From an optimization exercise on the open Yosys and OpenROAD flow, aimed at small area and few clock cycles per item; shortcuts taken in it are not production practice.
Only simulation tests tie the RTL to the original design; equivalence was not proved.

== job 101 ==
## modular_exponentiation
module modular_exponentiation (
  input  logic                  clk,
  input  logic                  rst,
  input  logic                  cfg_valid,
  output logic                  cfg_ready,
  input  mexp_pkg::cfg_index_t  cfg_index,
  input  mexp_pkg::field_t      cfg_data,
  input  logic                  operand_valid,
  output logic                  operand_ready,
  input  mexp_pkg::field_t      operand_base_value,
  output logic                  result_valid,
  input  logic                  result_ready,
  output mexp_pkg::field_t      result_residue
);
  localparam int K = mexp_pkg::STEPS;
  localparam int AW = mexp_pkg::ACC_BITS;
  localparam int PW = mexp_pkg::OP_BITS;
  localparam int D = mexp_pkg::PASS_CYCLES;
  localparam int CB = mexp_pkg::CYC_BITS;
  mexp_pkg::state_t state;
  logic [63:0]     modulus;
  logic [63:0]     power;
  mexp_pkg::op_t   p_reg;
  mexp_pkg::op_t   b_reg;
  mexp_pkg::acc_t  s_reg;
  mexp_pkg::acc_t  c_reg;
  logic [K-1:0]    xd;
  logic [CB-1:0]   cyc;
  logic [5:0]      idx;
  logic [5:0]      sh;
  ...
Size: ~5,700 cells after synthesis, about 470 flip-flops, roughly 210 I/O pins.
clock: 8.0 ns
lec_check: 0
abc_area: 1
cap_margin: 20
core_margin: 2
core_utilization: 40
slew_margin: 20
run.sh (not shown) runs the stock make flow with config.mk's settings and CLKGATE_MAP_FILE= SYNTH_SCRIPT=/design/flow/synth_recipe.tcl, a recipe that flattens the netlist after the stock synthesis.
Testbench counts of job 101, summed over its fixed seeds: cycles 281,300, items 128.
diff inputs: job 101 => job 102
--- a/flow/design.v
+++ b/flow/design.v
@@ -351,12 +351,15 @@
         end
         x0p <= x_nxt;
         x0n <= 1'b0;
       end
       mexp_pkg::ST_CPA: begin
         p_reg <= sum[PW-1:0];
+        if (base_pass) begin
+          b_reg <= sum[PW-1:0];
+        end
         base_pass <= 1'b0;
         first <= 1'b1;
         cyc <= '0;
         xd <= go_mul ? b_reg[PW-1 -: K] : sum[PW-1 -: K];
         x0p <= 1'b0;
         x0n <= go_mul ? b_reg[PW-1] : sum[PW-1];
==> notes.md <==
Going from job 101 to job 102, the number of CTS-inserted buffers was found to have gone down by 2.
Routed wire in job 102 totals less than in job 101.
Changes observed in job 102 relative to job 101: synthesized instance count rose by about 2.2%; register fraction of the total cell area fell by 0.39 points; highest attainable clock frequency fell by 0.40%.
The higher final standard cell utilization of the core of job 101 and job 102 is in job 101.
Testbench counts of job 102, summed over its fixed seeds: cycles 281,298, items 128.

--- another note on this design; it stands on its own ---

## epsilon
## modular_exponentiation
module modular_exponentiation (
  input  logic                  clk,
  input  logic                  rst,
  input  logic                  cfg_valid,
  output logic                  cfg_ready,
  input  mexp_pkg::cfg_index_t  cfg_index,
  input  mexp_pkg::field_t      cfg_data,
  input  logic                  operand_valid,
  output logic                  operand_ready,
  input  mexp_pkg::field_t      operand_base_value,
  output logic                  result_valid,
  input  logic                  result_ready,
  output mexp_pkg::field_t      result_residue
);
  localparam int K = mexp_pkg::STEPS;
  localparam int AW = mexp_pkg::ACC_BITS;
  localparam int PW = mexp_pkg::OP_BITS;
  localparam int D = mexp_pkg::PASS_CYCLES;
  localparam int CB = mexp_pkg::CYC_BITS;
  mexp_pkg::state_t state;
  logic [63:0]     modulus;
  logic [63:0]     power;
  mexp_pkg::op_t   p_reg;
  mexp_pkg::op_t   b_op;        
  ...
For scale: about 410 flip-flops.
==> flow/config.mk <==
export PLATFORM = sky130hd
export DESIGN_NAME = modular_exponentiation
export DESIGN_NICKNAME = modular_exponentiation
export VERILOG_FILES = /design/flow/design.v
export SDC_FILE = /design/flow/constraint.sdc
export NUM_CORES = 4
export LEC_CHECK = 0
export ABC_AREA = 1
export CAP_MARGIN = 20
export CORE_MARGIN = 2
export CORE_UTILIZATION = 60
export SLEW_MARGIN = 20
export SYNTH_HIERARCHICAL = 1
==> flow/constraint.sdc <==
create_clock -name core_clock -period 8.0 [get_ports {clk}]
set_input_delay 1.6000 -clock core_clock [delete_from_list [all_inputs] [get_ports {clk}]]
set_output_delay 1.6000 -clock core_clock [all_outputs]
set_load 0.01 [all_outputs]
standard.sh (not shown) runs the stock make flow with config.mk's settings and CLKGATE_MAP_FILE= SYNTH_SCRIPT=/design/flow/synth_recipe.tcl, a recipe that flattens the netlist after the stock synthesis.
==> flow/flow/run.sh <==
#!/bin/bash
set -euo pipefail
export BUFFER_PORTS_ARGS="-buffer_cell sky130_fd_sc_hd__buf_1"
export CTS_ARGS="-sink_clustering_enable -repair_clock_nets -dont_use_dummy_load -sink_clustering_size 25 -sink_clustering_max_diameter 70"
bash standard.sh finish \
  "BUFFER_PORTS_ARGS=${BUFFER_PORTS_ARGS}" \
  "CTS_ARGS=${CTS_ARGS}" > flow_run.log 2>&1
Testbench counts of epsilon, summed over its fixed seeds: cycles 281,300, items 128.
Edits applied to the flow inputs when going from epsilon to gamma:
==> flow/flow/run.sh <==
#!/bin/bash
set -euo pipefail
export BUFFER_PORTS_ARGS="-buffer_cell sky130_fd_sc_hd__buf_1"
export CTS_ARGS="-sink_clustering_enable -repair_clock_nets -dont_use_dummy_load -sink_clustering_size 30 -sink_clustering_max_diameter 80"
bash standard.sh finish \
  "BUFFER_PORTS_ARGS=${BUFFER_PORTS_ARGS}" \
  "CTS_ARGS=${CTS_ARGS}" > flow_run.log 2>&1
## What came out
| deepest clock path buffer count | epsilon vs gamma | ≈ equal |
Between epsilon and gamma, the flow reports total of plain and repair buffers excluding clock buffers increasing slightly.
On relative area of non-clock buffer cells in the final design, epsilon and gamma are basically level.
Compared with epsilon, total length of routed wires in gamma decreased slightly.
Count of nets after finishing delta (epsilon -> gamma): insignificant
From epsilon to gamma the numbers moved as follows: layout clock buffer count went down 20%, time the worst path needs with I/O delays and setup held, footprint of the multi-input gates held.

[afterwards: timing with drivers on the ports]
No port has a modelled driver above. Below, the same layouts with a new extraction and two added sets of constraints. Step 1 assumes that a clkbuf_16 drives the clock port and a buf_2 every other input. Step 2 times the ports against the registers' clock, not the clock port: input delays grow and output delays shrink by t, the midpoint of the rising clock arrivals with the driver on. Slacks: ideal ports / drivers / drivers and shift; pairs: ideal ports / drivers.
| run | shift t [ns] | slack for setup (ns) | worst hold slack (ns) | worst slew at a driven data input, ns |
|---|---|---|---|---|
| job 101 | 0.732 | 0.256 / 0.256 / 0.256 | 0.467 / 0.467 / 0.467 | 0.07 |
| job 102 | 0.716 | 0.225 / 0.225 / 0.225 | 0.474 / 0.474 / 0.474 | 0.09 |
| epsilon | 0.671 | 0.292 / 0.292 / 0.292 | 0.469 / 0.469 / 0.469 | 0.13 |
| gamma | 0.654 | 0.293 / 0.293 / 0.293 | 0.478 / 0.478 / 0.478 | 0.11 |
After both steps every run listed still meets setup and hold.
